Background: an optimization exercise with open tools, aiming at small area. Do not read the settings as production practice.
The RTL was checked by simulation tests, not by an equivalence proof against the original design.
The flow treats the clock pin as an ideal source. Dropping or thinning the clock tree relies on that and would not hold on a real chip.
No activity file was given, so power comes from the tool's default toggle rates.

==> inputs of 06-13 <==
==> flow/design.v <==
module reg_file_aoi3 (
  input  logic [2:0] a_i,
  input  logic [2:0] b_i,
  output logic       y_o
);
  assign y_o = !(|(a_i & b_i));
endmodule
module reg_file_rbit (
  input  logic [32:0] sel_i,
  input  logic [32:0] data_i,
  output logic        y_o
);
  logic [10:0] n;
  for (genvar g = 0; g < 11; g++) begin : g_aoi
    reg_file_aoi3 u_aoi (.a_i(sel_i[3*g +: 3]), .b_i(data_i[3*g +: 3]), .y_o(n[g]));
  end
  assign y_o = !(&n);
endmodule
module reg_file_and3 (
  input  logic a_i,
  input  logic b_i,
  input  logic c_i,
  output logic y_o
);
  assign y_o = a_i & b_i & c_i;
endmodule
module reg_file_wdec (
  input  logic        we_i,
  input  logic [4:0]  waddr_i,
  output logic [31:1] w_sel_o
);
  logic [3:0] lo_n;
  logic [7:0] hi_n;
  always_comb begin
    for (int j = 0; j < 4; j++) lo_n[j] = !(we_i && waddr_i[1:0] == 2'(j));
    for (int k = 0; k < 8; k++) hi_n[k] = !(waddr_i[4:2] == 3'(k));
  end
  for (genvar i = 1; i < 32; i++) begin : g_sel
    assign w_sel_o[i] = !(lo_n[i % 4] || hi_n[i / 4]);
  end
endmodule
module reg_file_rdec (
  input  logic       rst_i,
  input  logic       we_i,
  input  logic [4:0] waddr_i,
  input  logic       re_i,
  input  logic [4:0] raddr_i,
  output logic       hit_o,
  output logic [3:0] lo_o,
  output logic [7:0] hi_o
);
  always_comb begin
    hit_o = rst_i && re_i && we_i && waddr_i != '0 && raddr_i == waddr_i;
    for (int j = 0; j < 4; j++) lo_o[j] = re_i && !hit_o && raddr_i[1:0] == 2'(j);
    for (int k = 0; k < 8; k++) hi_o[k] = raddr_i[4:2] == 3'(k);
  end
endmodule
module reg_file #(
  parameter int DATA_W = 32,
  parameter int ADDR_W = 5
) (
  input  logic              clk,
  input  logic              rst,
  input  logic              we_i,
  input  logic [ADDR_W-1:0] waddr_i,
  input  logic [DATA_W-1:0] wdata_i,
  input  logic              re1_i,
  input  logic [ADDR_W-1:0] raddr1_i,
  output logic [DATA_W-1:0] rdata1_o,
  input  logic              re2_i,
  input  logic [ADDR_W-1:0] raddr2_i,
  output logic [DATA_W-1:0] rdata2_o
);
  localparam int N = 2**ADDR_W;
  logic [N-1:1][DATA_W-1:0] r_data;
  logic [N-1:1]             r_valid;
  logic [N-1:1]             w_sel;
  logic [N-1:0]             s1, s2;
  logic [3:0]               r1_lo, r2_lo;
  logic [7:0]               r1_hi, r2_hi;
  reg_file_wdec u_wdec (.we_i(we_i), .waddr_i(waddr_i), .w_sel_o(w_sel));
  always_ff @(posedge clk or negedge rst)
    if (!rst) r_valid <= '0;
    else      r_valid <= r_valid | w_sel;
  always_ff @(posedge clk)
    for (int i = 1; i < N; i++)
      if (w_sel[i]) r_data[i] <= wdata_i;
  reg_file_rdec u_rdec1 (.rst_i(rst), .we_i(we_i), .waddr_i(waddr_i), .re_i(re1_i),
                         .raddr_i(raddr1_i), .hit_o(s1[0]), .lo_o(r1_lo), .hi_o(r1_hi));
  reg_file_rdec u_rdec2 (.rst_i(rst), .we_i(we_i), .waddr_i(waddr_i), .re_i(re2_i),
                         .raddr_i(raddr2_i), .hit_o(s2[0]), .lo_o(r2_lo), .hi_o(r2_hi));
  for (genvar i = 1; i < N; i++) begin : g_sel
    reg_file_and3 u_s1 (.a_i(r1_lo[i % 4]), .b_i(r1_hi[i / 4]), .c_i(r_valid[i]), .y_o(s1[i]));
    reg_file_and3 u_s2 (.a_i(r2_lo[i % 4]), .b_i(r2_hi[i / 4]), .c_i(r_valid[i]), .y_o(s2[i]));
  end
  for (genvar b = 0; b < DATA_W; b++) begin : g_bit
    logic [N-1:0] d;
    assign d[0] = wdata_i[b];
    for (genvar i = 1; i < N; i++) begin : g_d
      assign d[i] = r_data[i][b];
    end
    reg_file_rbit u_rd1 (.sel_i({1'b0, s1}), .data_i({1'b0, d}), .y_o(rdata1_o[b]));
    reg_file_rbit u_rd2 (.sel_i({1'b0, s2}), .data_i({1'b0, d}), .y_o(rdata2_o[b]));
  end
endmodule
==> flow/flow/run.sh <==
#!/bin/bash
# The standard layout (the standard.sh, standard synthesis unchanged), with:
#  - the port buffers made with the smallest buffer instead of the default delay cell;
#  - a plain three-level clock tree (flow/manual_cts.tcl) in place of clock tree synthesis.
set -euo pipefail
export BUFFER_PORTS_ARGS="-buffer_cell sky130_fd_sc_hd__buf_1"
export PRE_CTS_TCL="$PWD/flow/manual_cts.tcl"
export MCT_LEAF=sky130_fd_sc_hd__clkbuf_16
export MCT_LEAF_SINKS=26
export MCT_LEAVES_PER_MID=6
bash standard.sh finish > standard.log 2>&1
==> flow/flow/manual_cts.tcl <==
# Sourced before clock tree synthesis (PRE_CTS_TCL). Replaces clock_tree_synthesis with a
# plain buffered clock tree: the flip-flops are split into compact groups of about
# LEAF_SINKS by recursive bisection of their placement; each group gets one leaf buffer at
# its centre, the leaves are driven by a few mid buffers, and the mid buffers by one root
# buffer, which is the only cell the clock port drives.

set mct_leaf_master  [expr {[info exists ::env(MCT_LEAF)] ? $::env(MCT_LEAF) : "sky130_fd_sc_hd__clkbuf_8"}]
set mct_mid_master   sky130_fd_sc_hd__clkbuf_16
set mct_root_master  sky130_fd_sc_hd__clkbuf_16
set mct_leaf_sinks   [expr {[info exists ::env(MCT_LEAF_SINKS)] ? $::env(MCT_LEAF_SINKS) : 20}]
set mct_leaves_per_mid [expr {[info exists ::env(MCT_LEAVES_PER_MID)] ? $::env(MCT_LEAVES_PER_MID) : 12}]

# split items (lists {x y payload}) into n spatially compact groups of near-equal size
proc mct_split {items n} {
  if {$n <= 1 || [llength $items] <= 1} { return [list $items] }
  set xs [lmap it $items {lindex $it 0}]
  set ys [lmap it $items {lindex $it 1}]
  set xs [lsort -integer $xs]; set ys [lsort -integer $ys]
  set dx [expr {[lindex $xs end] - [lindex $xs 0]}]
  set dy [expr {[lindex $ys end] - [lindex $ys 0]}]
  set axis [expr {$dx >= $dy ? 0 : 1}]
  set sorted [lsort -integer -index $axis $items]
  set n1 [expr {$n / 2}]
  set n2 [expr {$n - $n1}]
  set k [expr {int(round([llength $items] * double($n1) / $n))}]
  set a [lrange $sorted 0 [expr {$k - 1}]]
  set b [lrange $sorted $k end]
  return [concat [mct_split $a $n1] [mct_split $b $n2]]
}

proc mct_centre {items} {
  set sx 0; set sy 0
  foreach it $items { set sx [expr {$sx + [lindex $it 0]}]; set sy [expr {$sy + [lindex $it 1]}] }
  set n [llength $items]
  return [list [expr {$sx / $n}] [expr {$sy / $n}]]
}

proc mct_place_inst {block master_name name xy} {
  set db [ord::get_db]
  set master [$db findMaster $master_name]
  set inst [odb::dbInst_create $block $master $name]
  set w [$master getWidth]; set h [$master getHeight]
  $inst setLocation [expr {[lindex $xy 0] - $w / 2}] [expr {[lindex $xy 1] - $h / 2}]
  $inst setPlacementStatus PLACED
  return $inst
}

proc mct_new_net {block name} {
  set net [odb::dbNet_create $block $name]
  $net setSigType CLOCK
  return $net
}

proc clock_tree_synthesis {args} {
  global mct_leaf_master mct_mid_master mct_root_master mct_leaf_sinks mct_leaves_per_mid
  set block [ord::get_db_block]
  set clk_net [$block findNet clk]
  set sinks {}
  foreach it [$clk_net getITerms] {
    set xy [$it getAvgXY]
    lappend sinks [list [lindex $xy 1] [lindex $xy 2] $it]
  }
  set n_sinks [llength $sinks]
  set n_leaves [expr {($n_sinks + $mct_leaf_sinks - 1) / $mct_leaf_sinks}]
  set n_mids [expr {($n_leaves + $mct_leaves_per_mid - 1) / $mct_leaves_per_mid}]
  puts "manual clock tree: $n_sinks sinks, $n_leaves leaf buffers, $n_mids mid buffers"

  # leaves
  set leaves {}
  set i 0
  foreach group [mct_split $sinks $n_leaves] {
    set c [mct_centre $group]
    set inst [mct_place_inst $block $mct_leaf_master "clkt_leaf_$i" $c]
    set net [mct_new_net $block "clkt_leaf_net_$i"]
    foreach s $group {
      set it [lindex $s 2]
      $it disconnect
      $it connect $net
    }
    [$inst findITerm X] connect $net
    lappend leaves [list [lindex $c 0] [lindex $c 1] $inst]
    incr i
  }

  # mids
  set mids {}
  set i 0
  foreach group [mct_split $leaves $n_mids] {
    set c [mct_centre $group]
    set inst [mct_place_inst $block $mct_mid_master "clkt_mid_$i" $c]
    set net [mct_new_net $block "clkt_mid_net_$i"]
    foreach l $group { [[lindex $l 2] findITerm A] connect $net }
    [$inst findITerm X] connect $net
    lappend mids [list [lindex $c 0] [lindex $c 1] $inst]
    incr i
  }

  # root, at the centre of the mids; the clock port drives only the root
  set c [mct_centre $mids]
  set root [mct_place_inst $block $mct_root_master "clkt_root" $c]
  set net [mct_new_net $block "clkt_root_net"]
  foreach m $mids { [[lindex $m 2] findITerm A] connect $net }
  [$root findITerm X] connect $net
  [$root findITerm A] connect $clk_net
  set_propagated_clock [all_clocks]
}
==> flow/standard.sh <==
#!/bin/bash
# synth_recipe.tcl (not shown) runs the flow's synth.tcl, then flattens the netlist and writes it again
# the make line also repeats each setting of config.mk as NAME=value (left out here)
make -C /OpenROAD-flow-scripts/flow DESIGN_CONFIG=/design/flow/config.mk WORK_HOME=/design/flow/orfs CLKGATE_MAP_FILE= SYNTH_SCRIPT=/design/flow/synth_recipe.tcl "${@:-finish}"
==> flow/config.mk <==
export PLATFORM = sky130hd
export DESIGN_NAME = reg_file
export DESIGN_NICKNAME = reg_file
export VERILOG_FILES = /design/flow/design.v
export SDC_FILE = /design/flow/constraint.sdc
export NUM_CORES = 4
export LEC_CHECK = 0
export CAP_MARGIN = 0
export CORE_MARGIN = 2
export CORE_UTILIZATION = 60
export SLEW_MARGIN = 0
export SYNTH_HIERARCHICAL = 1
==> flow/constraint.sdc <==
create_clock -name core_clock -period 8.0 [get_ports {clk}]
set_input_delay 1.6000 -clock core_clock [delete_from_list [all_inputs] [get_ports {clk}]]
set_output_delay 1.6000 -clock core_clock [all_outputs]
set_load 0.01 [all_outputs]
==> 10-12: changes against 06-13 <==
--- a/flow/flow/run.sh
+++ b/flow/flow/run.sh
@@ -8,4 +8,5 @@
 export MCT_LEAF=sky130_fd_sc_hd__clkbuf_16
-export MCT_LEAF_SINKS=26
+export MCT_LEAF_SINKS=28
 export MCT_LEAVES_PER_MID=6
+export MCT_MID=sky130_fd_sc_hd__clkbuf_8
 bash standard.sh finish > standard.log 2>&1
--- a/flow/flow/manual_cts.tcl
+++ b/flow/flow/manual_cts.tcl
@@ -6,7 +6,7 @@
 
-set mct_leaf_master  [expr {[info exists ::env(MCT_LEAF)] ? $::env(MCT_LEAF) : "sky130_fd_sc_hd__clkbuf_8"}]
-set mct_mid_master   sky130_fd_sc_hd__clkbuf_16
-set mct_root_master  sky130_fd_sc_hd__clkbuf_16
-set mct_leaf_sinks   [expr {[info exists ::env(MCT_LEAF_SINKS)] ? $::env(MCT_LEAF_SINKS) : 20}]
-set mct_leaves_per_mid [expr {[info exists ::env(MCT_LEAVES_PER_MID)] ? $::env(MCT_LEAVES_PER_MID) : 12}]
+set ::mct_leaf_master  [expr {[info exists ::env(MCT_LEAF)] ? $::env(MCT_LEAF) : "sky130_fd_sc_hd__clkbuf_8"}]
+set ::mct_mid_master   [expr {[info exists ::env(MCT_MID)] ? $::env(MCT_MID) : "sky130_fd_sc_hd__clkbuf_16"}]
+set ::mct_root_master  sky130_fd_sc_hd__clkbuf_16
+set ::mct_leaf_sinks   [expr {[info exists ::env(MCT_LEAF_SINKS)] ? $::env(MCT_LEAF_SINKS) : 20}]
+set ::mct_leaves_per_mid [expr {[info exists ::env(MCT_LEAVES_PER_MID)] ? $::env(MCT_LEAVES_PER_MID) : 12}]
 
Settings changed: CAP_MARGIN 0 to 10, SLEW_MARGIN 0 to 10.
==> 06-19: changes against 06-13 <==
--- a/flow/flow/manual_cts.tcl
+++ b/flow/flow/manual_cts.tcl
@@ -6,7 +6,7 @@
 
-set mct_leaf_master  [expr {[info exists ::env(MCT_LEAF)] ? $::env(MCT_LEAF) : "sky130_fd_sc_hd__clkbuf_8"}]
-set mct_mid_master   sky130_fd_sc_hd__clkbuf_16
-set mct_root_master  sky130_fd_sc_hd__clkbuf_16
-set mct_leaf_sinks   [expr {[info exists ::env(MCT_LEAF_SINKS)] ? $::env(MCT_LEAF_SINKS) : 20}]
-set mct_leaves_per_mid [expr {[info exists ::env(MCT_LEAVES_PER_MID)] ? $::env(MCT_LEAVES_PER_MID) : 12}]
+set ::mct_leaf_master  [expr {[info exists ::env(MCT_LEAF)] ? $::env(MCT_LEAF) : "sky130_fd_sc_hd__clkbuf_8"}]
+set ::mct_mid_master   sky130_fd_sc_hd__clkbuf_16
+set ::mct_root_master  sky130_fd_sc_hd__clkbuf_16
+set ::mct_leaf_sinks   [expr {[info exists ::env(MCT_LEAF_SINKS)] ? $::env(MCT_LEAF_SINKS) : 20}]
+set ::mct_leaves_per_mid [expr {[info exists ::env(MCT_LEAVES_PER_MID)] ? $::env(MCT_LEAVES_PER_MID) : 12}]
 
==> notes <==
- Against 06-19, the core utilization of 10-12 is lower by 0.20 points.
- Of 06-19 and 10-12, 06-19 has the higher via count (gap about 0.7%, measured against 10-12).
- Synthesized cell count is the same in 06-13 and 10-12.
- Against 06-19, the first-iteration DRC count of 10-12 is smaller by 1.6%.
- 06-13 never finished: it broke off in clock tree synthesis. 10-12 finished clean. 06-19 finished but fails on max-capacitance violations, max-slew violations.
- In 10-12 the power is smaller than in 06-19, by 1.8%.
- In sequential power, 10-12 and 06-19 hardly differ.
- In global-route usage, 10-12 and 06-19 hardly differ.
- Maximum frequency is about the same in 10-12 and 06-19.
- Between 10-12 and 06-19, the lower routed wire length is in 10-12 (gap about 0.37%, measured against 06-19).
- Clock power: 10-12 is lower than 06-19 (about 6%).
- In area after synthesis, 06-13 and 10-12 do not differ.
==> figures <==
| item | 06-19 | 06-13 | 10-12 |
|---|---|---|---|
| Setup Buffers After CTS | 0 | - | 0 |
| Result of the run | finished with violations | stopped before the end | no timing/DRC/antenna violations |
| Last stage reached | - | clock tree synthesis | - |
| Reasons for failing layout checks | max-capacitance violations, max-slew violations | - | - |
| Total internal power | 7.184 mW | - | 7.039 mW |
| Final sequential cell count | 1023 | - | 1023 |
| Dominant class by area | flip-flops and latches | - | flip-flops and latches |
| Wire length the detailed router placed on met1 | 47530 um | - | 46730 um |
| Area of the multi-input gates | 10550 sq um | - | 10550 sq um |
| Endpoint of the worst setup timing path | rdata2_o[21] | - | rdata2_o[21] |
| Standard cell with the maximum stage delay on the critical path | sky130_fd_sc_hd__a222oi_1 | - | sky130_fd_sc_hd__a222oi_1 |
| Endpoint required time on the critical path | 6.40 ns | - | 6.40 ns |
| Clk. pwr | 2.65 mW | - | 2.48 mW |
| Clock latency (worst-skew pair) | 0.64 ns | - | 0.66 ns |
| PD cells | 206.2 nW/um^2 | - | 203.0 nW/um^2 |
| Number of well-tap cells placed | 873 | - | 873 |
| Met1 capacity usage during global routing | 53.54% | - | 53.29% |
| Crit. path cell count | 10 | - | 10 |
| Met3 Wirelength | 25690 um | - | 25960 um |
| Hold path startpoint | r_valid[27] | - | r_valid[27] |
| Type of the worst min-delay path | flip-flop to flip-flop | - | flip-flop to flip-flop |
| Remaining design rule violation count | 0 | - | 0 |
| GRT Max-Usage Layer | met2 | - | met2 |
| Final std cell area, no fill | 44430 sq um | - | 44290 sq um |
| GRT Util Overall | 42.55% | - | 42.50% |
In 10-12 and 06-19 the design's own scripts or RTL, not TritonCTS, make the clock network.

==> separate check: timing with driven ports <==
How much do the figures lean on ideal ports? The routed layouts below were timed once more, with nothing changed but the port constraints. Step 1 assumes that a clkbuf_16 drives the clock port and a buf_2 every other input. Step 2 times the ports against the registers' clock, not the clock port: input delays grow and output delays shrink by t, the midpoint of the rising clock arrivals with the driver on. a / b / c = ideal / step 1 / step 2; a / b = the first two.
| run | t, ns | setup WS [ns] | worst setup path at the end | slew at the worst register clock pin (ns) |
|---|---|---|---|---|
| 10-12 | 0.738 | 0.905 / 0.876 / 0.876 | input to output | 0.11 / 0.11 |
| 06-19 | 0.699 | 0.917 / 0.887 / 0.887 | input to output | 0.11 / 0.11 |
The setup slack of 06-19, which loses most, moves by -0.030 ns with the drivers and by -0.030 ns with both steps.
